From an optimization exercise on the open Yosys and OpenROAD flow, aimed at small area, a short achievable clock period and few clock cycles per item; shortcuts taken in it are not production practice. At most, simulation tests tie the RTL to the original design; equivalence was not proved. Function not checked in runs 2 and 5: the RTL went through the layout flow alone. Power and IR drop assume default switching activity.

===== flow/flow/run.sh =====
#!/bin/bash
set -e
MARGIN=${MARGIN:-6.5}
bash standard.sh finish SETUP_SLACK_MARGIN=$MARGIN > standard.log 2>&1

===== flow/standard.sh =====
#!/bin/bash
# synth_recipe.tcl (not shown) runs the flow's synth.tcl, then flattens the netlist and writes it again
# the make line also repeats each setting of config.mk as NAME=value (left out here)
make -C /OpenROAD-flow-scripts/flow DESIGN_CONFIG=/design/flow/config.mk WORK_HOME=/design/flow/orfs CLKGATE_MAP_FILE= SYNTH_SCRIPT=/design/flow/synth_recipe.tcl "${@:-finish}"

===== flow/config.mk =====
export PLATFORM = sky130hd
export DESIGN_NAME = pitch_core
export DESIGN_NICKNAME = pitch_core
export VERILOG_FILES = /design/flow/design.v
export SDC_FILE = /design/flow/constraint.sdc
export NUM_CORES = 4
export LEC_CHECK = 0
export CAP_MARGIN = 20
export CORE_MARGIN = 2
export CORE_UTILIZATION = 40
export SETUP_SLACK_MARGIN = 5
export SLEW_MARGIN = 20

===== flow/constraint.sdc =====
create_clock -name core_clock -period 10.0 [get_ports {i_clk}]
set_input_delay 2.0000 -clock core_clock [delete_from_list [all_inputs] [get_ports {i_clk}]]
set_output_delay 2.0000 -clock core_clock [all_outputs]
set_load 0.01 [all_outputs]

===== flow/design.v =====
package audio_pkg;
    typedef logic signed [15:0] sample_t;    
    typedef struct packed {
        sample_t left;                       
        sample_t right;
    } stereo_t;
    typedef logic [$clog2(16)-1:0] win_idx_t;
    typedef struct packed {
        logic first;                         
        logic last;                          
    } frame_tag_t;
    typedef struct packed {
        logic     slot;
        win_idx_t index;
        stereo_t  data;
    } buf_wr_t;
    localparam logic [16*16-1:0] hann_coef = {
        16'd1247,  16'd4799,  16'd10114, 16'd16384,
        16'd22654, 16'd27969, 16'd31522, 16'd32768,
        16'd31522, 16'd27969, 16'd22654, 16'd16384,
        16'd10114, 16'd4799,  16'd1247,  16'd0
    };
endpackage
package sdram_pkg;
    typedef logic [23-1:0] mem_addr_t;    
    typedef logic [31:0]              mem_data_t;    
    typedef struct packed {
        logic      read;
        logic      write;
        mem_addr_t addr;
        mem_data_t writedata;                        
    } mem_req_t;
endpackage
module pitch_mul_a (
    input  logic [15:0] x,
    input  logic [3:0]  cidx,
    output logic [22:0] s,
    output logic [22:0] c,
    output logic        cin
);
    logic [30:0] xs;
    logic [30:0] r0, r1, r2, r3, r4, k, rt;
    logic [3:0] e0;
    logic n0;
    logic [2:0] e1;
    logic n1;
    logic [2:0] e2;
    logic n2;
    logic [2:0] e3;
    logic n3;
    logic [0:0] e4;
    logic n4;
    logic et;
    assign xs = {{15{x[15]}}, x};
    always_comb begin
        e0 = '0; n0 = 1'b0; e1 = '0; n1 = 1'b0; e2 = '0; n2 = 1'b0; e3 = '0; n3 = 1'b0; e4 = '0; n4 = 1'b0; et = 1'b0; k = '0;
        case (cidx)
            4'd0: begin  end    
            4'd1: begin e0[3] = 1'b1; e1[2] = 1'b1; e2[2] = 1'b1; n2 = 1'b1; e3[2] = 1'b1; n3 = 1'b1; k = 31'd2; end    
            4'd2: begin e0[2] = 1'b1; e1[1] = 1'b1; e2[0] = 1'b1; n2 = 1'b1; e3[0] = 1'b1; n3 = 1'b1; e4[0] = 1'b1; n4 = 1'b1; k = 31'd3; end    
            4'd3: begin e0[1] = 1'b1; e1[0] = 1'b1; e2[1] = 1'b1; n2 = 1'b1; e3[1] = 1'b1; k = 31'd1; end    
            4'd4: begin e0[0] = 1'b1; end    
            4'd5: begin e0[1] = 1'b1; n0 = 1'b1; e1[0] = 1'b1; n1 = 1'b1; e2[1] = 1'b1; e3[1] = 1'b1; n3 = 1'b1; et = 1'b1; k = 31'd3; end    
            4'd6: begin e0[2] = 1'b1; n0 = 1'b1; e1[1] = 1'b1; n1 = 1'b1; e2[0] = 1'b1; e3[0] = 1'b1; e4[0] = 1'b1; et = 1'b1; k = 31'd2; end    
            4'd7: begin e0[3] = 1'b1; n0 = 1'b1; e1[2] = 1'b1; n1 = 1'b1; e2[2] = 1'b1; e3[1] = 1'b1; et = 1'b1; k = 31'd2; end    
            4'd8: begin et = 1'b1; end    
            4'd9: begin e0[3] = 1'b1; n0 = 1'b1; e1[2] = 1'b1; n1 = 1'b1; e2[2] = 1'b1; e3[1] = 1'b1; et = 1'b1; k = 31'd2; end    
            4'd10: begin e0[2] = 1'b1; n0 = 1'b1; e1[1] = 1'b1; n1 = 1'b1; e2[0] = 1'b1; e3[0] = 1'b1; e4[0] = 1'b1; et = 1'b1; k = 31'd2; end    
            4'd11: begin e0[1] = 1'b1; n0 = 1'b1; e1[0] = 1'b1; n1 = 1'b1; e2[1] = 1'b1; e3[1] = 1'b1; n3 = 1'b1; et = 1'b1; k = 31'd3; end    
            4'd12: begin e0[0] = 1'b1; end    
            4'd13: begin e0[1] = 1'b1; e1[0] = 1'b1; e2[1] = 1'b1; n2 = 1'b1; e3[1] = 1'b1; k = 31'd1; end    
            4'd14: begin e0[2] = 1'b1; e1[1] = 1'b1; e2[0] = 1'b1; n2 = 1'b1; e3[0] = 1'b1; n3 = 1'b1; e4[0] = 1'b1; n4 = 1'b1; k = 31'd3; end    
            4'd15: begin e0[3] = 1'b1; e1[2] = 1'b1; e2[2] = 1'b1; n2 = 1'b1; e3[2] = 1'b1; n3 = 1'b1; k = 31'd2; end    
            default: ;
        endcase
    end
    assign r0 = (({31{e0[0]}} & (xs << 14))
        | ({31{e0[1]}} & (xs << 13))
        | ({31{e0[2]}} & (xs << 12))
        | ({31{e0[3]}} & (xs << 10))) ^ {31{n0}};
    assign r1 = (({31{e1[0]}} & (xs << 11))
        | ({31{e1[1]}} & (xs << 10))
        | ({31{e1[2]}} & (xs << 8))) ^ {31{n1}};
    assign r2 = (({31{e2[0]}} & (xs << 8))
        | ({31{e2[1]}} & (xs << 7))
        | ({31{e2[2]}} & (xs << 5))) ^ {31{n2}};
    assign r3 = (({31{e3[0]}} & (xs << 6))
        | ({31{e3[1]}} & (xs << 1))
        | ({31{e3[2]}} & (xs << 0))) ^ {31{n3}};
    assign r4 = (({31{e4[0]}} & (xs << 0))) ^ {31{n4}};
    assign rt = {31{et}} & {xs[15:0], 15'd0};
    logic [30:0] t0, u0, m0;
    assign t0 = r0 ^ r1 ^ r2;
    assign m0 = (r0 & r1) | (r0 & r2) | (r1 & r2);
    assign u0 = {m0[29:0], 1'b0};
    logic [30:0] t1, u1, m1;
    assign t1 = r3 ^ r4 ^ k;
    assign m1 = (r3 & r4) | (r3 & k) | (r4 & k);
    assign u1 = {m1[29:0], 1'b0};
    logic [30:0] t2, u2, m2;
    assign t2 = t0 ^ u0 ^ t1;
    assign m2 = (t0 & u0) | (t0 & t1) | (u0 & t1);
    assign u2 = {m2[29:0], 1'b0};
    logic [30:0] t3, u3, m3;
    assign t3 = t2 ^ u2 ^ u1;
    assign m3 = (t2 & u2) | (t2 & u1) | (u2 & u1);
    assign u3 = {m3[29:0], 1'b0};
    logic [30:0] t4, u4, m4;
    assign t4 = t3 ^ u3 ^ rt;
    assign m4 = (t3 & u3) | (t3 & rt) | (u3 & rt);
    assign u4 = {m4[29:0], 1'b0};
    logic [8:0] lo_sum;
    assign lo_sum = {1'b0, t4[7:0]} + {1'b0, u4[7:0]};
    assign cin = lo_sum[8];
    assign s = t4[30:8];
    assign c = u4[30:8];
endmodule
module pitch_core (
    input  logic       i_clk,
    input  logic       reset,
    input  logic       start,
    input  sdram_pkg::mem_addr_t  src_addr,
    input  sdram_pkg::mem_addr_t  dst_addr,
    input  logic [3:0] speed,
    output logic       done,
    output sdram_pkg::mem_req_t   mem_req,
    input  sdram_pkg::mem_data_t  mem_readdata,
    input  logic       finished
);
    typedef sdram_pkg::mem_addr_t mem_addr_t;
    typedef enum logic [2:0] {S_IDLE, S_HDR, S_LEN, S_LEN2, S_WALK, S_END, S_DONE} state_e;
    state_e      st;
    logic        hdr_first;
    logic [3:0]  h;
    logic        lt8;                
    logic        eq8;                
    logic [2:0]  step;               
    logic [2:0]  r;                  
    mem_addr_t   srcq;               
    mem_addr_t   dstq;               
    logic [23:0] lmh;                
    logic [23:0] remh;               
    mem_addr_t   wa;                 
    mem_addr_t   rp;                 
    logic [3:0]  d;                  
    logic        first;              
    logic [1:0]  nsh;                
    logic [31:0] lo, hi, nxt;
    logic        nxt_v;
    logic        nx_ok;              
    logic        nx_wrap;            
    logic [3:0]  nx_d;
    logic [2:0]  nx_inc;             
    logic        nx_sh;              
    logic [1:0]  cstep;
    logic [15:0] a_x;
    logic [3:0]  a_c;
    logic        a_v, a_last, a_ch, a_init;
    logic [22:0] qs, qc;             
    logic        qcin;
    logic        q_v, q_last, q_ch, q_init;
    logic [15:0] acc_l, acc_r;
    logic [31:0] res;
    logic        res_v;
    mem_addr_t   res_addr;
    logic        req_rd, req_wr;
    mem_addr_t   req_addr;
    logic [31:0] req_wdata;
    assign mem_req = {req_rd, req_wr, req_addr, req_wdata};
    logic [4:0]  dsum;
    logic        wrap_d;
    logic [3:0]  dn_d;
    logic [2:0]  inc_d;
    always_comb begin
        if (lt8) begin
            wrap_d = (d >= h);
            dsum   = wrap_d ? {1'b0, d - h} : {1'b0, d} + {2'b0, step};
            inc_d  = step;
        end else begin
            dsum   = {1'b0, d} + {2'b0, step};
            wrap_d = (dsum >= {1'b0, h});
            if (wrap_d) dsum = dsum - {1'b0, h};
            inc_d  = wrap_d ? {2'b0, eq8} : step;
        end
        dn_d = dsum[3:0];
    end
    logic        chain_end, last_chain, pf_next;
    assign chain_end  = remh[23] & (nx_wrap | (!lt8 & nx_d[3]));
    assign last_chain = ((r + 3'd1) == step);
    logic        chain_end_d;
    assign chain_end_d = remh[23] & (wrap_d | (!lt8 & dn_d[3]));
    assign pf_next    = lt8 ? (!wrap_d || (!remh[23] && remh[22:3] != 20'd0)) : !chain_end_d;
    logic [23:0] rem_sub;
    assign rem_sub = remh - ((st == S_LEN) ? 24'd16 : {20'd0, h});
    logic        has_out, pos_ok;
    logic [1:0]  c_last;
    logic        slot_ok, issue, issue_last, advance;
    logic        port_free, rd_fin, avail, fetched;
    logic [1:0]  need, nsh_after;
    logic        shift_now;
    logic        fin_now, wr_avail, rd_possible, want_cur, want_pf, wr_issue, rd_issue;
    mem_addr_t   rd_addr;
    assign has_out = (d[3] == 1'b0);
    assign pos_ok  = (st == S_WALK) && (nsh == 2'd0);
    assign c_last  = first ? 2'd1 : 2'd3;
    assign fin_now    = q_v && q_last;                   
    assign slot_ok    = !(a_v && a_last) && !fin_now && !res_v;
    assign issue      = pos_ok && has_out && ((cstep != c_last) || (slot_ok && nx_ok));
    assign issue_last = issue && (cstep == c_last);
    assign advance    = pos_ok && nx_ok && (!has_out || issue_last);
    assign port_free = !(req_rd | req_wr) | finished;
    assign rd_fin    = finished & req_rd & (st == S_WALK);
    assign avail     = nxt_v | rd_fin;
    assign fetched   = nxt_v | req_rd;
    always_comb begin
        if (!advance)       need = nsh;
        else if (chain_end) need = last_chain ? 2'd0 : (lt8 ? 2'd2 : 2'd1);
        else                need = {1'b0, nx_sh};
    end
    assign shift_now = (st == S_WALK) && (need != 2'd0) && avail;
    assign nsh_after = need - {1'b0, shift_now};
    assign wr_avail    = res_v || fin_now;
    assign rd_possible = (st == S_WALK) && !req_rd && !nxt_v;
    assign want_cur    = (nsh != 2'd0);
    assign want_pf     = pos_ok && (pf_next || (chain_end_d && !last_chain));
    assign wr_issue    = port_free && wr_avail && !(rd_possible && want_cur);
    assign rd_issue    = port_free && rd_possible && !wr_issue && (want_cur || want_pf);
    assign rd_addr     = (pos_ok && chain_end_d) ? srcq : rp;
    logic [15:0] x;
    logic [31:0] head, tail;
    logic [22:0] ms, mc;
    logic        mcin;
    always_comb begin
        head = lt8 ? lo : hi;
        tail = (lt8 | eq8) ? hi : lo;
        case (cstep)
            2'd0: x = head[31:16];
            2'd1: x = head[15:0];
            2'd2: x = tail[31:16];
            default: x = tail[15:0];
        endcase
    end
    pitch_mul_a i_mul (.x(a_x), .cidx(a_c), .s(ms), .c(mc), .cin(mcin));
    logic [22:0] tot;
    logic [15:0] acc_in, sum;
    logic [31:0] out_word;
    assign acc_in   = q_init ? 16'd0 : (q_ch ? acc_r : acc_l);
    assign tot      = {acc_in, 7'd0} + qs + qc + {22'd0, qcin};
    assign sum      = tot[22:7];
    assign out_word = q_ch ? {acc_l, sum} : {sum, acc_r};
    always_ff @(posedge i_clk) begin
        if (reset) begin
            st            <= S_IDLE;
            done          <= 1'b0;
            req_rd  <= 1'b0;
            req_wr <= 1'b0;
            nsh           <= 2'd0;
            nxt_v         <= 1'b0;
            a_v           <= 1'b0;
            q_v           <= 1'b0;
            res_v         <= 1'b0;
        end else begin
            done <= 1'b0;
            a_v  <= issue;
            q_v  <= a_v;
            if (port_free) begin
                req_rd  <= 1'b0;
                req_wr <= 1'b0;
            end
            if (wr_issue) req_wr <= 1'b1;
            if (rd_issue) req_rd  <= 1'b1;
            if (st == S_WALK) nsh <= nsh_after;
            if (shift_now)   nxt_v <= 1'b0;
            else if (rd_fin) nxt_v <= 1'b1;
            if (fin_now && !wr_issue) res_v <= 1'b1;
            else if (wr_issue)        res_v <= 1'b0;
            case (st)
                S_IDLE: if (start) begin
                    req_rd <= 1'b1;
                    st           <= S_HDR;
                end
                S_HDR: if (finished) st <= S_LEN;
                S_LEN: st <= (lmh[22:4] == 19'd0) ? S_END : S_LEN2;
                S_LEN2: begin
                    nsh <= lt8 ? 2'd2 : 2'd1;
                    st  <= S_WALK;
                end
                S_WALK: if (advance && chain_end && last_chain) st <= S_END;
                S_END: begin
                    if (!a_v && !q_v && !res_v && (!req_wr || finished)) begin
                        done <= 1'b1;
                        st   <= S_DONE;
                    end
                end
                S_DONE: st <= S_IDLE;
                default: st <= S_IDLE;
            endcase
        end
    end
    always_ff @(posedge i_clk) begin
        a_x     <= x;
        a_c     <= {cstep[1], d[2:0]};
        a_ch    <= cstep[0];
        a_init  <= (cstep[1] == 1'b0) || (d == 4'd0);
        a_last  <= (cstep == c_last);
        qs      <= ms;
        qc      <= mc;
        qcin    <= mcin;
        q_ch    <= a_ch;
        q_init  <= a_init;
        q_last  <= a_last;
        nx_wrap <= wrap_d;
        nx_d    <= dn_d;
        nx_inc  <= inc_d;
        nx_sh   <= lt8 ? !wrap_d : 1'b1;
        nx_ok   <= 1'b1;
        if (shift_now) begin
            lo <= hi;
            hi <= nxt_v ? nxt : mem_readdata;
        end else if (rd_fin) begin
            nxt <= mem_readdata;
        end
        if (q_v) begin
            if (q_ch) acc_r <= sum;
            else      acc_l <= sum;
        end
        if (fin_now) res <= out_word;
        if (wr_issue) begin
            req_addr      <= res_addr;
            req_wdata <= res_v ? res : out_word;
        end
        if (rd_issue) begin
            req_addr <= rd_addr;
            rp       <= rd_addr;
        end
        if (rd_fin) rp <= rp + mem_addr_t'(step);
        case (st)
            S_IDLE: begin
                srcq      <= src_addr;
                dstq      <= dst_addr;
                h         <= (speed == 4'd0) ? 4'd8 : speed;
                hdr_first <= 1'b1;
                req_addr <= src_addr;
            end
            S_HDR: begin
                hdr_first <= 1'b0;
                if (hdr_first) begin
                    srcq <= srcq + 1'b1;
                    dstq <= dstq + 1'b1;
                    lt8  <= (h < 4'd8);
                    eq8  <= (h == 4'd8);
                    step <= (h < 4'd8) ? 3'(4'd8 - h) : (h == 4'd8) ? 3'd1 : 3'(h - 4'd8);
                end
                lmh  <= {1'b0, mem_readdata[31:9]};
                remh <= {1'b0, mem_readdata[31:9]};
            end
            S_LEN: remh <= rem_sub;
            S_LEN2: begin
                lmh   <= rem_sub;
                remh  <= rem_sub;
                r     <= 3'd0;
                d     <= 4'd0;
                first <= 1'b1;
                wa    <= dstq;
                rp    <= srcq;
                srcq  <= srcq + 1'b1;
                dstq  <= dstq + 1'b1;
                cstep <= 2'd0;
                nx_ok <= 1'b0;
            end
            S_WALK: begin
                if (issue) cstep <= cstep + 2'd1;
                if (issue_last) res_addr <= wa;
                if (advance) begin
                    nx_ok <= 1'b0;
                    if (chain_end) begin
                        r     <= r + 3'd1;
                        d     <= {1'b0, r + 3'd1};
                        first <= 1'b1;
                        remh  <= lmh;
                        wa    <= dstq;
                        dstq  <= dstq + 1'b1;
                        srcq  <= srcq + 1'b1;
                        cstep <= 2'd0;
                        if (!fetched && !rd_issue) rp <= srcq;
                    end else begin
                        d  <= nx_d;
                        wa <= wa + mem_addr_t'(nx_inc);
                        if (nx_wrap) begin
                            first <= 1'b0;
                            remh  <= rem_sub;
                        end
                        cstep <= (nx_d == 4'd0 && !(first && !nx_wrap)) ? 2'd2 : 2'd0;
                    end
                end
            end
            default: ;
        endcase
    end
endmodule

==> results of run 1 <==
-- where the power goes --
group	internal [mW]	total (mW)	switching, mW
clock	1.43	2.31	0.886
sequential	2.67	2.90	0.230
combinational	1.20	2.64	1.44
total	5.29	7.85	2.56
-- worst max-delay path by stage --
stage | startpoint | to | cells past startpoint
2_1_floorplan | finished | nsh[0]$_SDFFE_PP0N_ | 8
5_1_grt | q_ch$_DFF_P_ | res[31]$_DFFE_PP_ | 15
4_1_cts | step[0]$_DFFE_PP_ | rp[20]$_DFF_P_ | 14
6_report | step[1]$_DFFE_PP_ | rp[20]$_DFF_P_ | 14
3_3_place_gp | finished | rp[14]$_DFF_P_ | 8
3_5_place_dp | finished | rp[22]$_DFF_P_ | 8
-- metal layers --
layer,routed length [um],GRT usage (%),vias to the layer above,share of wire (%)
met5,0,0,-,0
met4,2397,6.514,0,3.2
li1,-,-,9664,-
met2,35440,32.31,674,48
met1,32140,25.92,10183,43
met3,4145,2.868,165,5.6
-- registers in the layout, indices dropped and copies added, names as in the netlist, 16 cells and up --
register	cells
hi	32
nxt	32
qs	23
remh	24
acc_l	16
req_addr	23
acc_r	16
wa	23
lmh	24
rp	23
res_addr	23
a_x	16
dstq	23
req_wdata	32
res	32
qc	23
lo	32
srcq	23
-- final cells by class --
type	count	area, um^2	area share, %
Inverter	148	565.5	1.589
Clock inverter	36	563.0	1.582
Multi-Input combinational cell	1798	15170	42.62
Timing Repair inverter	1	7.507	0.02109
Tap cell	950	1189	3.339
Clock buffer	71	1530	4.298
Timing Repair Buffer	258	2706	7.602
Sequential cell	502	13870	38.95
-- cells in the final DEF, fill, tap and decap left out, types with 28 or more instances in the layout --
master and n:
a21oi_1 93, a222oi_1 28, and2_1 37, buf_4 72
clkbuf_16 59, clkdlybuf4s50_1 85, dfxtp_1 99, dlygate4sd2_1 49
edfxtp_1 375, fa_1 112, ha_1 84, inv_1 143
mux2_2 133, mux2i_1 70, nand2_1 240, nand3_1 57
nor2_1 161, nor3_1 32, o21ai_0 93, xnor2_1 135
xor2_1 64
-- per-stage QoR --
step | util (%) | cell area, um^2
final | 49.63 | 35600
after global placement | 43.98 | 31540
after CTS | 48.68 | 34920
after detailed placement | 43.98 | 31550
after floorplan | - | 29330
after global routing | 49.63 | 35600
-- logic make-up after synthesis --
group           after synthesis  share of synthesized area (%)
buf+inv                     290                          3.887
fa+ha+maj                   215                          12.19
compound gates              456                          10.71
mux                         214                          8.007
simple gates                699                          11.39
xor+xnor                    208                          6.319
flops                       502                          47.49
-- repair_timing --
action                     in CTS  in global routing
buffers inserted               52                 27
pin swaps                      33                 41
resized for setup             199                102
setup endpoints to repair     383                187
gates cloned                   15                  3
==> results.json, run 1 <==
{
  "hold_violations": 0,
  "slowest_stage": "edfxtp_1",
  "crit_type": "flop to flop",
  "synthToLayoutAreaGrowth_pct": 22.48,
  "total_power_mw": 7.851,
  "rsz0062_at_grt": "true",
  "layout_setup_ws_ns": 6.357,
  "synth_top_area_cell": "edfxtp_1",
  "crit_fanout": 6,
  "synth_top_area_share_pct": 38.74,
  "drive_above_1_share_pct": 19.44,
  "synth_flop_cell": "edfxtp_1",
  "tightest_slew_ns": 1.174,
  "worst_hold_startpoint": "a_ch$_DFF_P_",
  "synthTopCellsByArea": "edfxtp_1 39%, dfxtp_1 8.7%, fa_1 7.9%",
  "core_area_um2": 71730,
  "hold_class": "flop to flop",
  "clkTransAtPathRegs_ns": 0.06,
  "worstHoldPathCells": 0,
  "ys_warn_count": 2,
  "hpwl_mm": 49.58,
  "status": "finished clean",
  "cpLargestDelayFamily": "compound AO/OA/AOI/OAI gates",
  "cts_sinks": 502,
  "placedCellCount": 3560,
  "die_h_um": 273.6,
  "r2r_end": "rp[20]$_DFF_P_",
  "r2r_start": "step[1]$_DFFE_PP_",
  "cp_cell_sequence": "buf_6, fa_2, xor2_4, ha_4, a41o_1, a211oi_2, o211ai_1, a211o_2, a21oi_4, buf_12, buf_12, buf_6, o21ai_4, o32a_1",
  "synth_seq_cells": 502,
  "syn_inst": 2584,
  "routed_wl_mm": 74.12,
  "nFillCells": 6321,
  "drv_cap": 0,
  "clock_latency_ns": 0.62,
  "maxSlewViolCount": 0,
  "portBuffers": 143,
  "cts_hold_buf": 0,
  "num_vias": 20686,
  "die-area_um2": 74840,
  "synth-edff-count": 375,
  "worstPathArrival_ns": 4.15,
  "slowest_delay_ns": 0.46,
  "p_leak_nw": 13.60,
  "grt_pass1_wl_mm": 115.8,
  "num_rows": 98,
  "antennaDiodeCount": 0,
  "finalSetupTns_ns": 0,
  "cts_tree": "built",
  "initial_core_util_pct": 40.52,
  "synth_nets": 2884,
  "skew_ns": 0.01983,
  "firstDrtPassIters": 7,
  "htree_levels": 2,
  "synth-seq-area-share_pct": 47.49,
  "io_pins": 144,
  "synth_area_per_cell_um2": 11.25,
  "gp_congestion": 0.8951,
  "drt_iter0_drc": 1772,
  "final_cells": 3764,
  "drtAntennaViolNets": 0,
  "crit_path_start_kind": "flop",
  "track_usage_pct": 19.42,
  "die_w_um": 273.6,
  "min_delay_worst_endpoint": "q_ch$_DFF_P_",
  "root_buffer": "clkbuf_16",
  "worstPathRequired_ns": 10.50,
  "ff2ff_setup_slack_ns": 6.36,
  "fin_crit_sh_pct": 36.43,
  "grt_pass1_vias": 20924,
  "path_buf_inv": 4,
  "drc": 0,
  "setup_viol": 0,
  "final_nets": 3066,
  "end_kind": "flop",
  "grt_max_degree": 90,
  "slew_headroom_pct": 21.73,
  "drt-vias-per-instance": 5.496,
  "synth_common_cells": "375 x edfxtp_1, 246 x nand2_1, 173 x nor2_1",
  "cts_buffer_depth": 3,
  "synth_cell_type_count": 94,
  "wl_per_cell_um": 19.69,
  "place_ws_ns": 4.712,
  "antenna_found_initial": 1,
  "yosys.cell_count.top_type": "edfxtp_1",
  "fin_crit_ns": 3.643,
  "hold_ws_ns": 0.3258,
  "synth_area_um2": 29070,
  "async_flop_share_pct": 0,
  "fmax_ghz": 0.2745,
  "overflow": 0,
  "power_density_nw_per_um2": 220.5,
  "numCtsBuffers": 57,
  "irDropWorstVdd_v": 0.0001577,
  "reg2reg_depth": 14
}
Testbench counts, summed over its fixed seeds: cycles 107,217, words 16,960.
==> run 2, diff against run 1 <==
--- a/flow/design.v
+++ b/flow/design.v
@@ -56,38 +56,48 @@
         e0 = '0; n0 = 1'b0; e1 = '0; n1 = 1'b0; e2 = '0; n2 = 1'b0; e3 = '0; n3 = 1'b0; e4 = '0; n4 = 1'b0; et = 1'b0; k = '0;
         case (cidx)
             4'd0: begin  end    
-            4'd1: begin e0[3] = 1'b1; e1[2] = 1'b1; e2[2] = 1'b1; n2 = 1'b1; e3[2] = 1'b1; n3 = 1'b1; k = 31'd2; end    
-            4'd2: begin e0[2] = 1'b1; e1[1] = 1'b1; e2[0] = 1'b1; n2 = 1'b1; e3[0] = 1'b1; n3 = 1'b1; e4[0] = 1'b1; n4 = 1'b1; k = 31'd3; end    
-            4'd3: begin e0[1] = 1'b1; e1[0] = 1'b1; e2[1] = 1'b1; n2 = 1'b1; e3[1] = 1'b1; k = 31'd1; end    
+            4'd1: begin e0[3] = 1'b1; e1[2] = 1'b1; e2[2] = 1'b1; n2 = 1'b1; e3[2] = 1'b1; n3 = 1'b1; k = 31'd33; end    
+            4'd2: begin e0[2] = 1'b1; e1[1] = 1'b1; e2[0] = 1'b1; n2 = 1'b1; e3[0] = 1'b1; n3 = 1'b1; e4[0] = 1'b1; n4 = 1'b1; k = 31'd321; end    
+            4'd3: begin e0[1] = 1'b1; e1[0] = 1'b1; e2[1] = 1'b1; n2 = 1'b1; e3[1] = 1'b1; k = 31'd128; end    
             4'd4: begin e0[0] = 1'b1; end    
-            4'd5: begin e0[1] = 1'b1; n0 = 1'b1; e1[0] = 1'b1; n1 = 1'b1; e2[1] = 1'b1; e3[1] = 1'b1; n3 = 1'b1; et = 1'b1; k = 31'd3; end    
-            4'd6: begin e0[2] = 1'b1; n0 = 1'b1; e1[1] = 1'b1; n1 = 1'b1; e2[0] = 1'b1; e3[0] = 1'b1; e4[0] = 1'b1; et = 1'b1; k = 31'd2; end    
-            4'd7: begin e0[3] = 1'b1; n0 = 1'b1; e1[2] = 1'b1; n1 = 1'b1; e2[2] = 1'b1; e3[1] = 1'b1; et = 1'b1; k = 31'd2; end    
+            4'd5: begin e0[1] = 1'b1; n0 = 1'b1; e1[0] = 1'b1; n1 = 1'b1; e2[1] = 1'b1; e3[1] = 1'b1; n3 = 1'b1; et = 1'b1; k = 31'd10242; end    
+            4'd6: begin e0[2] = 1'b1; n0 = 1'b1; e1[1] = 1'b1; n1 = 1'b1; e2[0] = 1'b1; e3[0] = 1'b1; e4[0] = 1'b1; et = 1'b1; k = 31'd5120; end    
+            4'd7: begin e0[3] = 1'b1; n0 = 1'b1; e1[2] = 1'b1; n1 = 1'b1; e2[2] = 1'b1; e3[1] = 1'b1; et = 1'b1; k = 31'd1280; end    
             4'd8: begin et = 1'b1; end    
-            4'd9: begin e0[3] = 1'b1; n0 = 1'b1; e1[2] = 1'b1; n1 = 1'b1; e2[2] = 1'b1; e3[1] = 1'b1; et = 1'b1; k = 31'd2; end    
-            4'd10: begin e0[2] = 1'b1; n0 = 1'b1; e1[1] = 1'b1; n1 = 1'b1; e2[0] = 1'b1; e3[0] = 1'b1; e4[0] = 1'b1; et = 1'b1; k = 31'd2; end    
-            4'd11: begin e0[1] = 1'b1; n0 = 1'b1; e1[0] = 1'b1; n1 = 1'b1; e2[1] = 1'b1; e3[1] = 1'b1; n3 = 1'b1; et = 1'b1; k = 31'd3; end    
+            4'd9: begin e0[3] = 1'b1; n0 = 1'b1; e1[2] = 1'b1; n1 = 1'b1; e2[2] = 1'b1; e3[1] = 1'b1; et = 1'b1; k = 31'd1280; end    
+            4'd10: begin e0[2] = 1'b1; n0 = 1'b1; e1[1] = 1'b1; n1 = 1'b1; e2[0] = 1'b1; e3[0] = 1'b1; e4[0] = 1'b1; et = 1'b1; k = 31'd5120; end    
+            4'd11: begin e0[1] = 1'b1; n0 = 1'b1; e1[0] = 1'b1; n1 = 1'b1; e2[1] = 1'b1; e3[1] = 1'b1; n3 = 1'b1; et = 1'b1; k = 31'd10242; end    
             4'd12: begin e0[0] = 1'b1; end    
-            4'd13: begin e0[1] = 1'b1; e1[0] = 1'b1; e2[1] = 1'b1; n2 = 1'b1; e3[1] = 1'b1; k = 31'd1; end    
-            4'd14: begin e0[2] = 1'b1; e1[1] = 1'b1; e2[0] = 1'b1; n2 = 1'b1; e3[0] = 1'b1; n3 = 1'b1; e4[0] = 1'b1; n4 = 1'b1; k = 31'd3; end    
-            4'd15: begin e0[3] = 1'b1; e1[2] = 1'b1; e2[2] = 1'b1; n2 = 1'b1; e3[2] = 1'b1; n3 = 1'b1; k = 31'd2; end    
+            4'd13: begin e0[1] = 1'b1; e1[0] = 1'b1; e2[1] = 1'b1; n2 = 1'b1; e3[1] = 1'b1; k = 31'd128; end    
+            4'd14: begin e0[2] = 1'b1; e1[1] = 1'b1; e2[0] = 1'b1; n2 = 1'b1; e3[0] = 1'b1; n3 = 1'b1; e4[0] = 1'b1; n4 = 1'b1; k = 31'd321; end    
+            4'd15: begin e0[3] = 1'b1; e1[2] = 1'b1; e2[2] = 1'b1; n2 = 1'b1; e3[2] = 1'b1; n3 = 1'b1; k = 31'd33; end    
             default: ;
         endcase
     end
-    assign r0 = (({31{e0[0]}} & (xs << 14))
-        | ({31{e0[1]}} & (xs << 13))
-        | ({31{e0[2]}} & (xs << 12))
-        | ({31{e0[3]}} & (xs << 10))) ^ {31{n0}};
-    assign r1 = (({31{e1[0]}} & (xs << 11))
-        | ({31{e1[1]}} & (xs << 10))
-        | ({31{e1[2]}} & (xs << 8))) ^ {31{n1}};
-    assign r2 = (({31{e2[0]}} & (xs << 8))
-        | ({31{e2[1]}} & (xs << 7))
-        | ({31{e2[2]}} & (xs << 5))) ^ {31{n2}};
-    assign r3 = (({31{e3[0]}} & (xs << 6))
-        | ({31{e3[1]}} & (xs << 1))
-        | ({31{e3[2]}} & (xs << 0))) ^ {31{n3}};
-    assign r4 = (({31{e4[0]}} & (xs << 0))) ^ {31{n4}};
+    logic [30:0] xs0;
+    assign xs0 = {{15{x[15] ^ n0}}, x ^ {16{n0}}};
+    assign r0 = ({31{e0[0]}} & (xs0 << 14))
+        | ({31{e0[1]}} & (xs0 << 13))
+        | ({31{e0[2]}} & (xs0 << 12))
+        | ({31{e0[3]}} & (xs0 << 10));
+    logic [30:0] xs1;
+    assign xs1 = {{15{x[15] ^ n1}}, x ^ {16{n1}}};
+    assign r1 = ({31{e1[0]}} & (xs1 << 11))
+        | ({31{e1[1]}} & (xs1 << 10))
+        | ({31{e1[2]}} & (xs1 << 8));
+    logic [30:0] xs2;
+    assign xs2 = {{15{x[15] ^ n2}}, x ^ {16{n2}}};
+    assign r2 = ({31{e2[0]}} & (xs2 << 8))
+        | ({31{e2[1]}} & (xs2 << 7))
+        | ({31{e2[2]}} & (xs2 << 5));
+    logic [30:0] xs3;
+    assign xs3 = {{15{x[15] ^ n3}}, x ^ {16{n3}}};
+    assign r3 = ({31{e3[0]}} & (xs3 << 6))
+        | ({31{e3[1]}} & (xs3 << 1))
+        | ({31{e3[2]}} & (xs3 << 0));
+    logic [30:0] xs4;
+    assign xs4 = {{15{x[15] ^ n4}}, x ^ {16{n4}}};
+    assign r4 = ({31{e4[0]}} & (xs4 << 0));
     assign rt = {31{et}} & {xs[15:0], 15'd0};
     logic [30:0] t0, u0, m0;
     assign t0 = r0 ^ r1 ^ r2;
@@ -202,7 +212,7 @@
     mem_addr_t   rd_addr;
     assign has_out = (d[3] == 1'b0);
     assign pos_ok  = (st == S_WALK) && (nsh == 2'd0);
-    assign c_last  = first ? 2'd1 : 2'd3;
+    assign c_last  = (lt8 ? first : (d == 4'd0 && !first)) ? 2'd1 : 2'd3;
     assign fin_now    = q_v && q_last;                   
     assign slot_ok    = !(a_v && a_last) && !fin_now && !res_v;
     assign issue      = pos_ok && has_out && ((cstep != c_last) || (slot_ok && nx_ok));
@@ -227,18 +237,18 @@
     assign rd_issue    = port_free && rd_possible && !wr_issue && (want_cur || want_pf);
     assign rd_addr     = (pos_ok && chain_end_d) ? srcq : rp;
     logic [15:0] x;
-    logic [31:0] head, tail;
+    logic        selw, is_tail;
     logic [22:0] ms, mc;
     logic        mcin;
     always_comb begin
-        head = lt8 ? lo : hi;
-        tail = (lt8 | eq8) ? hi : lo;
-        case (cstep)
-            2'd0: x = head[31:16];
-            2'd1: x = head[15:0];
-            2'd2: x = tail[31:16];
-            default: x = tail[15:0];
+        selw = cstep[1] | eq8;
+        case ({selw, cstep[0]})
+            2'd0: x = lo[31:16];
+            2'd1: x = lo[15:0];
+            2'd2: x = hi[31:16];
+            default: x = hi[15:0];
         endcase
+        is_tail = lt8 ? cstep[1] : !cstep[1];
     end
     pitch_mul_a i_mul (.x(a_x), .cidx(a_c), .s(ms), .c(mc), .cin(mcin));
     logic [22:0] tot;
@@ -299,9 +309,9 @@
     end
     always_ff @(posedge i_clk) begin
         a_x     <= x;
-        a_c     <= {cstep[1], d[2:0]};
+        a_c     <= {is_tail, d[2:0]};
         a_ch    <= cstep[0];
-        a_init  <= (cstep[1] == 1'b0) || (d == 4'd0);
+        a_init  <= !cstep[1] || (lt8 ? (d == 4'd0) : first);
         a_last  <= (cstep == c_last);
         qs      <= ms;
         qc      <= mc;
@@ -365,7 +375,7 @@
                 rp    <= srcq;
                 srcq  <= srcq + 1'b1;
                 dstq  <= dstq + 1'b1;
-                cstep <= 2'd0;
+                cstep <= lt8 ? 2'd0 : 2'd2;
                 nx_ok <= 1'b0;
             end
             S_WALK: begin
@@ -381,7 +391,7 @@
                         wa    <= dstq;
                         dstq  <= dstq + 1'b1;
                         srcq  <= srcq + 1'b1;
-                        cstep <= 2'd0;
+                        cstep <= lt8 ? 2'd0 : 2'd2;
                         if (!fetched && !rd_issue) rp <= srcq;
                     end else begin
                         d  <= nx_d;
@@ -390,7 +400,8 @@
                             first <= 1'b0;
                             remh  <= rem_sub;
                         end
-                        cstep <= (nx_d == 4'd0 && !(first && !nx_wrap)) ? 2'd2 : 2'd0;
+                        if (lt8) cstep <= (nx_d == 4'd0 && !(first && !nx_wrap)) ? 2'd2 : 2'd0;
+                        else     cstep <= (first && !nx_wrap) ? 2'd2 : 2'd0;
                     end
                 end
             end
==> results.json, run 2 <==
{
  "switchingPower_mw": 2.628,
  "antenna_found_initial": 0,
  "startpoint": "step[0]$_DFFE_PP_",
  "cts_buffer_depth": 3,
  "synth_area_per_cell_um2": 11.44,
  "wl_per_cell_um": 20.41,
  "crit_path_start_kind": "flop",
  "grt_max_degree": 91,
  "maxSlewViolCount": 0,
  "p_comb_share_pct": 36.2,
  "die_h_um": 268.5,
  "initial_core_util_pct": 40.59,
  "cp_cell_sequence": "ha_2, fa_2, xor2_2, ha_4, nand2_4, o21ai_4, nor3_2, a221o_1, o21a_2, a221o_2, buf_6, a21oi_4, o21ai_0, a31oi_1",
  "syn_inst": 2447,
  "drt_iter0_drc": 1680,
  "wl_met2_mm": 37.42,
  "yosys.cell_count.top_type": "edfxtp_1",
  "synth_cell_type_count": 72,
  "placedCellCount": 3417,
  "end_kind": "flop",
  "drtAntennaViolNets": 0,
  "htree_levels": 2,
  "reg2reg_depth": 14,
  "synth_seq_cells": 506,
  "synthTopCellsByArea": "edfxtp_1 40%, dfxtp_1 9.4%, fa_1 7.9%",
  "final_util_pct": 51.95,
  "final_common_cell": "edfxtp_1",
  "clkTransAtPathRegs_ns": 0.06,
  "setup_viol": 0,
  "ff2ff_setup_slack_ns": 6.05,
  "nFillCells": 5962,
  "overflow": 0,
  "layout_setup_ws_ns": 6.050,
  "synthToLayoutAreaGrowth_pct": 27.99,
  "wl_met1_mm": 31.81,
  "slew_headroom_pct": 32.50,
  "die_w_um": 268.5,
  "grt_pass1_vias": 20381,
  "skew_ns": 0.09486,
  "p_int_mw": 5.375,
  "track_usage_pct": 20.24,
  "synth_top_family_by_area": "adder cells",
  "status": "finished clean",
  "r2r_start": "step[0]$_DFFE_PP_",
  "final_cells": 3690,
  "final_nets": 3002,
  "drt-vias-per-instance": 5.491,
  "worstPathArrival_ns": 4.51,
  "ys_warn_count": 2,
  "synth_top_area_cell": "edfxtp_1",
  "p_leak_nw": 13.50,
  "final_cell_mix": "375 x edfxtp_1, 201 x nor2_1, 193 x nand2_1, 134 x buf_4, 107 x inv_1",
  "synth_nets": 2740,
  "worst_hold_startpoint": "a_init$_DFF_P_",
  "p_clk_share_pct": 26.8,
  "seqPwrFrac_pct": 37.0,
  "synth_area_um2": 27990,
  "place_ws_ns": 4.881,
  "cpLargestDelayFamily": "compound AO/OA/AOI/OAI gates",
  "drv_cap": 0,
  "hold_violations": 0,
  "finalSetupTns_ns": 0,
  "hpwl_mm": 49.32,
  "r2r_end": "rp[7]$_DFF_P_",
  "grt_pass1_wl_mm": 114.9,
  "numCtsBuffers": 56,
  "core_area_um2": 68950,
  "path_buf_inv": 1,
  "slowest_stage": "a221o_2",
  "cts_tree": "built",
  "io_pins": 144,
  "synthAdderAreaFrac_pct": 12.20,
  "irDropWorstVdd_v": 0.0001741,
  "cp_num_cells": 14,
  "routed_wl_mm": 75.31,
  "total_power_mw": 8.003,
  "synth.area.mux_share_pct": 6.540,
  "synth_flop_cell": "edfxtp_1",
  "synth_compound_area_share_pct": 11.69,
  "cts_sinks": 506,
  "wl_met3_mm": 3.684,
  "crit_fanout": 8,
  "worstHoldPathCells": 0,
  "root_buffer": "clkbuf_16",
  "gp_congestion": 0.8602,
  "power_density_nw_per_um2": 223.4,
  "fmax_ghz": 0.2532,
  "synth_xor_area_share_pct": 5.602,
  "rsz0062_at_grt": "true",
  "fin_crit_sh_pct": 39.50,
  "firstDrtPassIters": 8,
  "synth_common_cells": "375 x edfxtp_1, 221 x nor2_1, 198 x nand2_1",
  "top_layer": "met4",
  "tightest_slew_ns": 1.013,
  "min_delay_worst_endpoint": "q_init$_DFF_P_",
  "clock_latency_ns": 0.66,
  "synth-seq-area-share_pct": 49.60,
  "num_rows": 96,
  "async_flop_share_pct": 0,
  "drc": 0,
  "num_vias": 20263,
  "portBuffers": 143,
  "synth_top_area_share_pct": 40.23,
  "slowest_delay_ns": 0.47,
  "crit_type": "flop to flop",
  "switching_share_pct": 32.84,
  "hold_class": "flop to flop",
  "drive_above_1_share_pct": 24.27,
  "synth-edff-count": 375,
  "cts_hold_buf": 0,
  "worstPathRequired_ns": 10.56,
  "fin_crit_ns": 3.950,
  "synthSimpleGateAreaFrac_pct": 10.76,
  "die-area_um2": 72100
}
run 2: how the worst max path moves through the flow:
| stage | endpoint | slack [ns] |
|---|---|---|
| after floorplan | nsh[0]$_SDFFE_PP0N_ | 5.79 |
| after global placement | rp[1]$_DFF_P_ | 5.11 |
| after detailed placement | rp[0]$_DFF_P_ | 4.88 |
| after CTS | rp[10]$_DFF_P_ | 6.20 |
| after global routing | rp[7]$_DFF_P_ | 5.97 |
| final | rp[7]$_DFF_P_ | 6.05 |
run 2: cells by family (layout without fill, tap and decap cells):
family | after synthesis | count (layout)
AND/OR/NAND/NOR | 658 | 663
flip-flops | 506 | 506
AO/OA/AOI/OAI | 483 | 485
buffers and inverters | 263 | 566
adder cells (fa/ha/maj) | 207 | 207
XOR/XNOR | 179 | 179
multiplexers | 151 | 151
other | 0 | 2
run 2: final cells by class:
type	count	area, um^2	share of cell area (%)
clock buffer	78	1555	4.342
multi-input combinational	1685	14840	41.43
tap	931	1165	3.252
timing repair buffer	337	3418	9.543
inverter	123	491.7	1.373
clock inverter	28	391.6	1.093
sequential	506	13950	38.96
antenna	2	5.005	0.01397
run 2: timing repair:
| action | in CTS | in global routing |
|---|---|---|
| setup endpoints to repair | 325 | 244 |
| cloned | 9 | 8 |
| buffers inserted | 75 | 72 |
| gates resized for setup | 222 | 199 |
| pin swaps | 60 | 118 |
| hold endpoints to repair | 0 | 0 |
run 2: power groups by stage:
stage | Combinational, mW | Sequential (mW) | Clock, mW
after floorplan | 1.65 | 2.91 | 0
after global placement | 2.18 | 2.98 | 0
after detailed placement | 2.23 | 2.98 | 0
after CTS | 2.57 | 2.95 | 2.19
after global routing | 3.20 | 2.99 | 2.27
final | 2.90 | 2.96 | 2.15
run 2: stage by stage:
step                      area, um^2  hold WS (ns)
after detailed placement       30700        0.3120
after CTS                      34160        0.3152
final                          35820        0.3131
after floorplan                28530        0.3095
after global placement         30700        0.3119
after global routing           35820        0.3279
run 2: metal layers:
layer / vias to the layer above / track usage, %
li1: 9387 / -
met1: 10078 / 26.58
met2: 649 / 34.69
met3: 149 / 2.493
met4: 0 / 6.802
met5: - / 0
==> run 3, diff against run 2 <==
--- a/flow/design.v
+++ b/flow/design.v
@@ -215,7 +215,10 @@
     assign c_last  = (lt8 ? first : (d == 4'd0 && !first)) ? 2'd1 : 2'd3;
     assign fin_now    = q_v && q_last;                   
     assign slot_ok    = !(a_v && a_last) && !fin_now && !res_v;
-    assign issue      = pos_ok && has_out && ((cstep != c_last) || (slot_ok && nx_ok));
+    logic        early_ok;
+    assign early_ok   = (st == S_WALK) && (nsh == 2'd1) && !eq8 && !cstep[1];
+    assign issue      = (pos_ok || early_ok) && has_out
+                        && ((cstep != c_last) || (pos_ok && slot_ok && nx_ok));
     assign issue_last = issue && (cstep == c_last);
     assign advance    = pos_ok && nx_ok && (!has_out || issue_last);
     assign port_free = !(req_rd | req_wr) | finished;
@@ -241,7 +244,7 @@
     logic [22:0] ms, mc;
     logic        mcin;
     always_comb begin
-        selw = cstep[1] | eq8;
+        selw = cstep[1] | eq8 | nsh[0];
         case ({selw, cstep[0]})
             2'd0: x = lo[31:16];
             2'd1: x = lo[15:0];
--- a/flow/config.mk
+++ b/flow/config.mk
@@ -7,6 +7,6 @@
 export LEC_CHECK = 0
 export CAP_MARGIN = 20
 export CORE_MARGIN = 2
-export CORE_UTILIZATION = 40
+export CORE_UTILIZATION = 60
 export SETUP_SLACK_MARGIN = 5
 export SLEW_MARGIN = 20
==> results.json, run 3 <==
{
  "grt_pass1_vias": 20171,
  "gp_congestion": 0.9118,
  "die-area_um2": 48060,
  "drive_above_1_share_pct": 22.12,
  "synth_seq_cells": 506,
  "antenna_found_initial": 0,
  "syn_inst": 2431,
  "numCtsBuffers": 53,
  "crit_path_start_kind": "flop",
  "clkTransAtPathRegs_ns": 0.06,
  "ys_warn_count": 2,
  "top_layer": "met4",
  "hold_class": "flop to flop",
  "skew_ns": 0.01865,
  "drc": 0,
  "synth_cell_type_count": 77,
  "htree_levels": 2,
  "synth-seq-area-share_pct": 49.96,
  "wl_met1_mm": 29.16,
  "overflow": 0,
  "initial_core_util_pct": 60.98,
  "synthToLayoutAreaGrowth_pct": 24.75,
  "fin_crit_sh_pct": 39.01,
  "hold_violations": 0,
  "num_rows": 78,
  "tightest_slew_ns": 1.002,
  "synthTopCellsByArea": "edfxtp_1 41%, dfxtp_1 9.4%, fa_1 7.9%",
  "worst_hold_startpoint": "a_ch$_DFF_P_",
  "final_nets": 2989,
  "die_h_um": 219.2,
  "synth_top_area_cell": "edfxtp_1",
  "hold_ws_ns": 0.3256,
  "drtAntennaViolNets": 0,
  "synth-edff-count": 375,
  "maxSlewViolCount": 0,
  "synth_area_um2": 27790,
  "wl_met3_mm": 5.048,
  "worstPathArrival_ns": 4.25,
  "synth_area_per_cell_um2": 11.43,
  "synth_top_area_share_pct": 40.52,
  "drt-vias-per-instance": 6.153,
  "fin_crit_ns": 3.901,
  "slew_headroom_pct": 33.18,
  "wl_met2_mm": 36.65,
  "irDropWorstVdd_v": 0.0002129,
  "power_density_nw_per_um2": 220.2,
  "io_pins": 144,
  "setup_viol": 0,
  "root_buffer": "clkbuf_16",
  "worstPathRequired_ns": 10.35,
  "final_cell_mix": "375 x edfxtp_1, 212 x nand2_1, 208 x nor2_1, 127 x buf_4, 110 x clkdlybuf4s50_1",
  "synth_common_cells": "375 x edfxtp_1, 223 x nand2_1, 218 x nor2_1",
  "async_flop_share_pct": 0,
  "status": "finished clean",
  "grt_pass1_wl_mm": 108.7,
  "wl_per_cell_um": 21.94,
  "num_vias": 20545,
  "r2r_start": "q_ch$_DFF_P_",
  "final_common_cell": "edfxtp_1",
  "synth_nets": 2724,
  "crit_fanout": 6,
  "finalSetupTns_ns": 0,
  "core_area_um2": 45580,
  "track_usage_pct": 29.06,
  "portBuffers": 143,
  "grt_max_degree": 91,
  "end_kind": "flop",
  "cts_sinks": 506,
  "startpoint": "q_ch$_DFF_P_",
  "yosys.cell_count.top_type": "edfxtp_1",
  "drv_cap": 0,
  "total_power_mw": 7.633,
  "firstDrtPassIters": 8,
  "hpwl_mm": 45.06,
  "synth_flop_cell": "edfxtp_1",
  "fmax_ghz": 0.2564,
  "cts_tree": "built",
  "antennaDiodeCount": 0,
  "p_leak_nw": 13.37,
  "clock_latency_ns": 0.61,
  "die_w_um": 219.2,
  "cts_buffer_depth": 3,
  "drt_iter0_drc": 1944,
  "routed_wl_mm": 73.25,
  "rsz0062_at_grt": "true",
  "crit_type": "flop to flop"
}
[run 3: cell count changes in the layout (fill, tap and decap cells not counted), moves of 8 or more]
cell,delta
a31oi_1,-17
buf_6,+8
clkdlybuf4s50_1,+21
dlygate4sd2_1,-26
fa_1,+10
fa_2,-10
inv_1,-8
mux2_2,-20
nand2_1,+19
nand3_2,-8
o211ai_1,+8
o21ai_1,+34
[run 3: routing by layer]
| layer | global-route usage [%] | vias to the layer above |
|---|---|---|
| met4 | 9.505 | 0 |
| met5 | 0 | - |
| met1 | 38.84 | 10120 |
| met3 | 3.174 | 172 |
| met2 | 49.87 | 935 |
| li1 | - | 9318 |
[run 3: logic make-up after synthesis]
logic type,share of synthesized area [%]
buffers and inverters,3.543
adders and majority gates,12.29
DFF,49.96
xor gates and xnor gates,5.704
muxes,6.056
AOI/OAI and AO/OA,11.93
and+or+nand+nor,10.52
[run 3: path summary, 6_finish.rpt]
kind | endpoint | slack, ns | cells after the start
setup reg to reg | req_wdata[9]$_DFFE_PP_ | 6.10 | 16
hold / removal | q_ch$_DFF_P_ | 0.33 | 0
hold reg to reg | q_ch$_DFF_P_ | 0.33 | 0
setup / recovery | req_wdata[9]$_DFFE_PP_ | 6.10 | 16
[run 3: critical path, cell delays in order (launching register included)]
cell and delay [ns]:
dfxtp_4 0.35, buf_12 0.14, mux2i_1 0.11, nor2_1 0.22, fa_1 0.53, ha_4 0.27, and2_4 0.14, a221o_1 0.29
a21o_1 0.20, a21oi_2 0.19, buf_4 0.15, nand2_2 0.06, buf_6 0.13, buf_6 0.12, xor2_4 0.16, mux2_4 0.29
mux2_4 0.28
[run 3: power breakdown]
group | switching [mW] | internal (mW) | total [mW]
combinational | 1.43 | 1.37 | 2.80
clock | 0.844 | 1.07 | 1.92
sequential | 0.239 | 2.68 | 2.92
[run 3: stage by stage]
step                instance area (um^2)  setup WS (ns)  instances  util, %
finish                             34670          6.099       3339    76.07
global route                       34670          5.986       3339    76.07
CTS                                32960          6.297       3251    72.31
detailed placement                 29850          5.206       3064    65.49
global placement                   29820          5.258       3062    65.44
floorplan                          28050          5.759       2431        -
[run 3: area by class of cell]
type	count	area [um^2]
Timing Repair inverter	1	7.507
Clock inverter	26	191.4
Multi-Input combinational cell	1681	14310
Sequential cell	506	13970
Clock buffer	72	1489
Inverter	117	469.2
Fill cell	2992	10910
Timing Repair Buffer	336	3477
Tap cell	600	750.7
[run 3: repair_timing]
item | CTS | global route
cloned | 12 | 12
pin swaps | 52 | 97
buffers inserted | 77 | 75
hold buffers | 0 | 0
resized for setup | 191 | 224
endpoints found under the setup margin | 332 | 175
Testbench counts of run 3, summed over its fixed seeds: cycles 105,755, words 16,960.
==> run 4, diff against run 3 <==
--- a/flow/config.mk
+++ b/flow/config.mk
@@ -7,6 +7,6 @@
 export LEC_CHECK = 0
 export CAP_MARGIN = 20
 export CORE_MARGIN = 2
-export CORE_UTILIZATION = 60
+export CORE_UTILIZATION = 40
 export SETUP_SLACK_MARGIN = 5
 export SLEW_MARGIN = 20
==> results.json, run 4 <==
{
  "p_clk_share_pct": 29.8,
  "syn_inst": 2431,
  "seqPwrFrac_pct": 38.6,
  "crit_type": "flop to flop",
  "reg2reg_depth": 13,
  "fmax_ghz": 0.2755,
  "antenna_found_initial": 0,
  "core_area_um2": 68710,
  "synth_area_per_cell_um2": 11.43,
  "skew_ns": 0.05809,
  "num_rows": 96,
  "root_buffer": "clkbuf_16",
  "numCtsBuffers": 58,
  "drt_iter0_drc": 1504,
  "ys_warn_count": 2,
  "worstPathArrival_ns": 4.00,
  "drv_cap": 0,
  "synth.area.mux_share_pct": 6.056,
  "cts_sinks": 506,
  "synth_top_area_cell": "edfxtp_1",
  "status": "finished clean",
  "die_h_um": 267.6,
  "startpoint": "q_ch$_DFF_P_",
  "crit_path_start_kind": "flop",
  "path_buf_inv": 0,
  "yosys.cell_count.top_type": "edfxtp_1",
  "power_density_nw_per_um2": 218.3,
  "firstDrtPassIters": 7,
  "switchingPower_mw": 2.350,
  "crit_fanout": 7,
  "rsz0062_at_grt": "true",
  "fin_crit_sh_pct": 36.30,
  "final_common_cell": "edfxtp_1",
  "cts_tree": "built",
  "slowest_delay_ns": 0.52,
  "synth_flop_cell": "edfxtp_1",
  "switching_share_pct": 31.20,
  "htree_levels": 2,
  "portBuffers": 143,
  "final_area_um2": 34510,
  "track_usage_pct": 18.80,
  "irDropWorstVdd_v": 0.0001550,
  "synthSimpleGateAreaFrac_pct": 10.52,
  "cp_common_cell": "a21o_1",
  "synth_common_cells": "375 x edfxtp_1, 223 x nand2_1, 218 x nor2_1",
  "antennaDiodeCount": 0,
  "synth_cell_type_count": 77,
  "synth_area_um2": 27790,
  "overflow": 0,
  "hold_class": "flop to flop",
  "grt_max_degree": 91,
  "wl_per_cell_um": 19.18,
  "synthTopCellsByArea": "edfxtp_1 41%, dfxtp_1 9.4%, fa_1 7.9%",
  "clkTransAtPathRegs_ns": 0.06,
  "p_leak_nw": 13.04,
  "drc": 0,
  "clock_latency_ns": 0.65,
  "crit_path_end": "req_wdata[12]$_DFFE_PP_",
  "synthToLayoutAreaGrowth_pct": 24.17,
  "worstPathRequired_ns": 10.37,
  "num_vias": 19664,
  "finalSetupTns_ns": 0,
  "synth-seq-area-share_pct": 49.96,
  "drtAntennaViolNets": 0,
  "drive_above_1_share_pct": 21.02,
  "die_w_um": 267.6,
  "cp_num_cells": 13,
  "routed_wl_mm": 69.69,
  "ff2ff_setup_slack_ns": 6.37,
  "cts_buffer_depth": 3,
  "final_cell_mix": "375 x edfxtp_1, 220 x nand2_1, 209 x nor2_1, 115 x buf_4, 105 x dfxtp_1",
  "hpwl_mm": 45.93,
  "hold_violations": 0,
  "worstHoldPathCells": 0,
  "die-area_um2": 71600,
  "cpLargestDelayFamily": "compound AO/OA/AOI/OAI gates",
  "r2r_start": "q_ch$_DFF_P_",
  "slowest_stage": "fa_1",
  "synth-edff-count": 375,
  "synth_top_family_by_area": "adder cells",
  "synth_seq_cells": 506,
  "tightest_slew_ns": 1.040,
  "initial_core_util_pct": 40.45,
  "cp_cell_sequence": "mux2i_2, nor2_1, fa_1, ha_4, and2_4, a221o_1, a21o_1, a21oi_2, a21o_1, nand3b_1, xor2_2, mux2_4, mux2_2",
  "maxSlewViolCount": 0,
  "synth_compound_area_share_pct": 11.93,
  "synthAdderAreaFrac_pct": 12.29,
  "async_flop_share_pct": 0,
  "p_comb_share_pct": 31.5,
  "r2r_end": "req_wdata[12]$_DFFE_PP_",
  "placed_area_um2": 30250,
  "synth_top_area_share_pct": 40.52,
  "slew_headroom_pct": 30.67,
  "p_int_mw": 5.182,
  "io_pins": 144,
  "fin_crit_ns": 3.630,
  "final_nets": 2946,
  "drt-vias-per-instance": 5.413,
  "gp_congestion": 0.8772,
  "grt_pass1_wl_mm": 106.9,
  "grt_pass1_vias": 19668,
  "synth_nets": 2724,
  "setup_viol": 0,
  "synth_xor_area_share_pct": 5.704,
  "end_kind": "flop"
}
## run 4: cell counts after synthesis
Identical to the previous run, type by type.
## run 4: logic make-up after synthesis
logic type | after synthesis
AO/OA/AOI/OAI | 496
XOR/XNOR | 181
adder cells (fa/ha/maj) | 207
buffers and inverters | 254
flip-flops | 506
multiplexers | 138
AND/OR/NAND/NOR | 649
## run 4: worst min-delay path by stage
stage | slack (ns) | start | to
after floorplan | 0.31 | a_ch$_DFF_P_ | q_ch$_DFF_P_
after global placement | 0.31 | a_init$_DFF_P_ | q_init$_DFF_P_
after detailed placement | 0.31 | a_ch$_DFF_P_ | q_ch$_DFF_P_
after CTS | 0.33 | a_ch$_DFF_P_ | q_ch$_DFF_P_
after global routing | 0.34 | a_ch$_DFF_P_ | q_ch$_DFF_P_
final | 0.33 | a_init$_DFF_P_ | q_init$_DFF_P_
## run 4: repair_timing
action | CTS | global route
hold buffers | 0 | 0
gates cloned | 9 | 10
endpoints found under the setup margin | 367 | 155
gates resized for setup | 168 | 183
pin swaps | 32 | 101
buffers inserted | 60 | 50
## run 4: layout make-up
type,instances,area (um^2)
multi-input cells,1681,14090
clock buffers,76,1560
clock inverters,33,479.2
flip-flops and latches,506,13960
repair buffers,287,2770
repair inverters,2,15.01
well taps,931,1165
fillers,6057,34200
inverters,117,469.2
## run 4: power groups by stage
| stage | Clock, mW | Sequential, mW | Combinational (mW) |
|---|---|---|---|
| after floorplan | 0 | 2.87 | 1.45 |
| after global placement | 0 | 2.93 | 1.85 |
| after detailed placement | 0 | 2.94 | 1.91 |
| after CTS | 2.29 | 2.90 | 2.09 |
| after global routing | 2.37 | 2.94 | 2.65 |
| final | 2.25 | 2.91 | 2.38 |
## run 4: metrics by stage
stage	std cells	power [mW]	setup WS [ns]	util (%)	hold slack [ns]
floorplan	2431	4.318	5.759	-	0.3096
global placement	3395	4.782	5.286	44.03	0.3132
detailed placement	3395	4.851	5.252	44.03	0.3120
CTS	3573	7.277	6.385	48.31	0.3270
global route	3633	7.958	6.276	50.22	0.3406
finish	3633	7.532	6.370	50.22	0.3275
## run 4: layer usage
metal  wire length [um]  global-route usage (%)  vias to the layer above  part of all wire (%)
met4               2098                   6.644                        0                   3.0
met1              29850                   24.47                     9659                    43
met2              34100                   31.98                      631                    49
met5                  0                       0                        -                     0
met3               3639                   2.722                      141                   5.2
li1                   -                       -                     9233                     -
==> run 5, diff against run 4 <==
--- a/flow/design.v
+++ b/flow/design.v
@@ -157,7 +157,6 @@
     logic [1:0]  nsh;                
     logic [31:0] lo, hi, nxt;
     logic        nxt_v;
-    logic        nx_ok;              
     logic        nx_wrap;            
     logic [3:0]  nx_d;
     logic [2:0]  nx_inc;             
@@ -177,29 +176,35 @@
     mem_addr_t   req_addr;
     logic [31:0] req_wdata;
     assign mem_req = {req_rd, req_wr, req_addr, req_wdata};
-    logic [4:0]  dsum;
-    logic        wrap_d;
-    logic [3:0]  dn_d;
-    logic [2:0]  inc_d;
-    always_comb begin
-        if (lt8) begin
-            wrap_d = (d >= h);
-            dsum   = wrap_d ? {1'b0, d - h} : {1'b0, d} + {2'b0, step};
-            inc_d  = step;
+    function automatic logic [8:0] nx_of(input logic [3:0] dv, input logic lt8_i,
+                                         input logic eq8_i, input logic [3:0] h_i,
+                                         input logic [2:0] step_i);
+        logic [4:0] ds;
+        logic       w;
+        logic [2:0] inc;
+        if (lt8_i) begin
+            w   = (dv >= h_i);
+            ds  = w ? {1'b0, dv - h_i} : {1'b0, dv} + {2'b0, step_i};
+            inc = step_i;
         end else begin
-            dsum   = {1'b0, d} + {2'b0, step};
-            wrap_d = (dsum >= {1'b0, h});
-            if (wrap_d) dsum = dsum - {1'b0, h};
-            inc_d  = wrap_d ? {2'b0, eq8} : step;
-        end
-        dn_d = dsum[3:0];
-    end
+            ds  = {1'b0, dv} + {2'b0, step_i};
+            w   = (ds >= {1'b0, h_i});
+            if (w) ds = ds - {1'b0, h_i};
+            inc = w ? {2'b0, eq8_i} : step_i;
+        end
+        nx_of = {w, ds[3:0], inc, lt8_i ? !w : 1'b1};
+    endfunction
+    logic [8:0]  nx_a, nx_b;
+    logic [3:0]  d_b;
+    assign d_b  = (st == S_WALK) ? {1'b0, r + 3'd1} : 4'd0;
+    assign nx_a = nx_of(nx_d, lt8, eq8, h, step);
+    assign nx_b = nx_of(d_b, lt8, eq8, h, step);
+    logic [8:0]  nx_sel;
+    assign nx_sel = (advance && !chain_end) ? nx_a : nx_b;
     logic        chain_end, last_chain, pf_next;
     assign chain_end  = remh[23] & (nx_wrap | (!lt8 & nx_d[3]));
     assign last_chain = ((r + 3'd1) == step);
-    logic        chain_end_d;
-    assign chain_end_d = remh[23] & (wrap_d | (!lt8 & dn_d[3]));
-    assign pf_next    = lt8 ? (!wrap_d || (!remh[23] && remh[22:3] != 20'd0)) : !chain_end_d;
+    assign pf_next    = lt8 ? (nx_sh || (!remh[23] && remh[22:3] != 20'd0)) : !chain_end;
     logic [23:0] rem_sub;
     assign rem_sub = remh - ((st == S_LEN) ? 24'd16 : {20'd0, h});
     logic        has_out, pos_ok;
@@ -218,9 +223,9 @@
     logic        early_ok;
     assign early_ok   = (st == S_WALK) && (nsh == 2'd1) && !eq8 && !cstep[1];
     assign issue      = (pos_ok || early_ok) && has_out
-                        && ((cstep != c_last) || (pos_ok && slot_ok && nx_ok));
+                        && ((cstep != c_last) || (pos_ok && slot_ok));
     assign issue_last = issue && (cstep == c_last);
-    assign advance    = pos_ok && nx_ok && (!has_out || issue_last);
+    assign advance    = pos_ok && (!has_out || issue_last);
     assign port_free = !(req_rd | req_wr) | finished;
     assign rd_fin    = finished & req_rd & (st == S_WALK);
     assign avail     = nxt_v | rd_fin;
@@ -235,10 +240,10 @@
     assign wr_avail    = res_v || fin_now;
     assign rd_possible = (st == S_WALK) && !req_rd && !nxt_v;
     assign want_cur    = (nsh != 2'd0);
-    assign want_pf     = pos_ok && (pf_next || (chain_end_d && !last_chain));
+    assign want_pf     = pos_ok && (pf_next || (chain_end && !last_chain));
     assign wr_issue    = port_free && wr_avail && !(rd_possible && want_cur);
     assign rd_issue    = port_free && rd_possible && !wr_issue && (want_cur || want_pf);
-    assign rd_addr     = (pos_ok && chain_end_d) ? srcq : rp;
+    assign rd_addr     = (pos_ok && chain_end) ? srcq : rp;
     logic [15:0] x;
     logic        selw, is_tail;
     logic [22:0] ms, mc;
@@ -322,11 +327,12 @@
         q_ch    <= a_ch;
         q_init  <= a_init;
         q_last  <= a_last;
-        nx_wrap <= wrap_d;
-        nx_d    <= dn_d;
-        nx_inc  <= inc_d;
-        nx_sh   <= lt8 ? !wrap_d : 1'b1;
-        nx_ok   <= 1'b1;
+        if (advance || st == S_LEN2) begin
+            nx_wrap <= nx_sel[8];
+            nx_d    <= nx_sel[7:4];
+            nx_inc  <= nx_sel[3:1];
+            nx_sh   <= nx_sel[0];
+        end
         if (shift_now) begin
             lo <= hi;
             hi <= nxt_v ? nxt : mem_readdata;
@@ -379,13 +385,11 @@
                 srcq  <= srcq + 1'b1;
                 dstq  <= dstq + 1'b1;
                 cstep <= lt8 ? 2'd0 : 2'd2;
-                nx_ok <= 1'b0;
             end
             S_WALK: begin
                 if (issue) cstep <= cstep + 2'd1;
                 if (issue_last) res_addr <= wa;
                 if (advance) begin
-                    nx_ok <= 1'b0;
                     if (chain_end) begin
                         r     <= r + 3'd1;
                         d     <= {1'b0, r + 3'd1};
==> results.json, run 5 <==
{
  "synth-seq-area-share_pct": 48.36,
  "cts_tree": "built",
  "final_common_cell": "edfxtp_1",
  "slowest_delay_ns": 0.69,
  "die_h_um": 272.6,
  "finalSetupTns_ns": 0,
  "status": "finished clean",
  "wl_met2_mm": 36.87,
  "cp_cell_sequence": "buf_12, mux2i_2, nor2_1, fa_1, ha_1, a21o_1, a2111oi_1, a211oi_4, mux2_2, mux2_2",
  "yosys.cell_count.top_type": "edfxtp_1",
  "initial_core_util_pct": 40.36,
  "fmax_ghz": 0.2698,
  "crit_path_start_kind": "flop",
  "io_pins": 144,
  "synthTopCellsByArea": "edfxtp_1 40%, dfxtp_1 8.4%, fa_1 7.8%",
  "worstPathArrival_ns": 4.09,
  "synth_area_um2": 28860,
  "root_buffer": "clkbuf_16",
  "irDropWorstVdd_v": 0.0001584,
  "drt-vias-per-instance": 5.544,
  "wl_met1_mm": 31.55,
  "reg2reg_depth": 10,
  "skew_ns": 0.06713,
  "cpLargestDelayFamily": "compound AO/OA/AOI/OAI gates",
  "drt_iter0_drc": 1572,
  "slew_headroom_pct": 34.86,
  "synth_seq_cells": 505,
  "overflow": 0,
  "hold_class": "flop to flop",
  "hold_ws_ns": 0.3214,
  "grt_pass1_vias": 20935,
  "cts_sinks": 505,
  "synth_top_area_cell": "edfxtp_1",
  "async_flop_share_pct": 0,
  "final_cell_mix": "384 x edfxtp_1, 259 x nand2_1, 176 x nor2_1, 120 x buf_4, 118 x o21ai_0",
  "clkTransAtPathRegs_ns": 0.06,
  "place_ws_ns": 4.779,
  "num_rows": 98,
  "tightest_slew_ns": 0.9760,
  "crit_type": "flop to flop",
  "synth_flop_cell": "edfxtp_1",
  "rsz0062_at_grt": "true",
  "die_w_um": 272.6,
  "cp_common_cell": "mux2_2",
  "slowest_stage": "a2111oi_1",
  "synth_top_area_share_pct": 39.96,
  "cts_buffer_depth": 3,
  "wl_met3_mm": 3.844,
  "gp_congestion": 0.8855,
  "antenna_found_initial": 2,
  "fin_crit_ns": 3.706,
  "worstPathRequired_ns": 10.38,
  "synth_cell_type_count": 90,
  "die-area_um2": 74300,
  "numCtsBuffers": 55,
  "cp_num_cells": 10,
  "layout_setup_ws_ns": 6.294,
  "top_layer": "met5",
  "htree_levels": 2,
  "drc": 0,
  "core_area_um2": 71490,
  "total_power_mw": 9.962,
  "final_nets": 3057,
  "setup_viol": 0,
  "synth-edff-count": 384,
  "path_buf_inv": 1,
  "grt_max_degree": 91,
  "hpwl_mm": 49.92,
  "firstDrtPassIters": 8,
  "synth_area_per_cell_um2": 11.33,
  "grt_pass1_wl_mm": 116.2
}
-- run 5: changes by cell type after synthesis, moves of 12 or more --
cell,change
nor2_1,-32
buf_2,+12
xnor2_1,+13
nand3_1,+12
xor2_1,-12
a211oi_1,+17
and3_1,+17
a21o_1,+14
a221oi_1,+12
nand2_1,+43
o211ai_1,-14
mux2_2,+16
a21oi_1,-37
-- run 5: worst paths after layout --
check | start | to | slack, ns
hold / removal | a_ch$_DFF_P_ | q_ch$_DFF_P_ | 0.32
hold reg to reg | a_ch$_DFF_P_ | q_ch$_DFF_P_ | 0.32
setup / recovery | q_ch$_DFF_P_ | req_wdata[25]$_DFFE_PP_ | 6.29
setup reg to reg | q_ch$_DFF_P_ | req_wdata[25]$_DFFE_PP_ | 6.29
-- run 5: layout make-up --
| type | count | area [um^2] |
|---|---|---|
| repair inverters | 1 | 5.005 |
| diodes | 1 | 2.502 |
| inverters | 117 | 469.2 |
| clock inverters | 33 | 376.6 |
| clock buffers | 69 | 1449 |
| well taps | 950 | 1189 |
| flip-flops and latches | 505 | 14010 |
| multi-input cells | 1774 | 15030 |
| fillers | 6263 | 36030 |
| repair buffers | 297 | 2924 |
-- run 5: through the flow --
step	instances	area (um^2)	utilization, %
2_1_floorplan	2546	29290	-
3_3_place_gp	3521	31410	43.94
3_5_place_dp	3523	31430	43.97
4_1_cts	3686	34410	48.13
5_1_grt	3746	35450	49.59
6_report	3747	35450	49.60
-- run 5: report_power, final --
part | switching (mW) | internal [mW] | total, mW
registers | 0.398 | 2.94 | 3.34
logic | 2.43 | 2.13 | 4.56
clock network | 0.875 | 1.19 | 2.06
-- run 5: logic make-up after synthesis --
logic type	synth area share, %
AOI/OAI and AO/OA	12.36
xor gates and xnor gates	5.659
adders and majority gates	12.48
buffers and inverters	3.725
DFF	48.36
muxes	6.183
and+or+nand+nor	11.24
-- run 5: timing repair --
item                       in CTS  in global routing
pin swaps                      48                 74
setup endpoints to repair     357                165
buffers inserted               50                 57
gates cloned                   11                  3
hold buffers                    0                  0
gates resized for setup       188                107
-- run 5: layer usage --
metal	global-route usage, %	up-vias
met4	7.851	4
met3	2.812	179
met5	0	-
met1	25.41	10291
met2	33.32	646
li1	-	9655

Re-timed with assumed drivers on the ports (clkbuf_16 on the clock, buf_2 on other inputs), run 5 has 6.294 ns of setup slack against 6.294 ns with ideal ports, and 5.940 ns once port delays also move by the mid clock arrival of 0.684 ns.
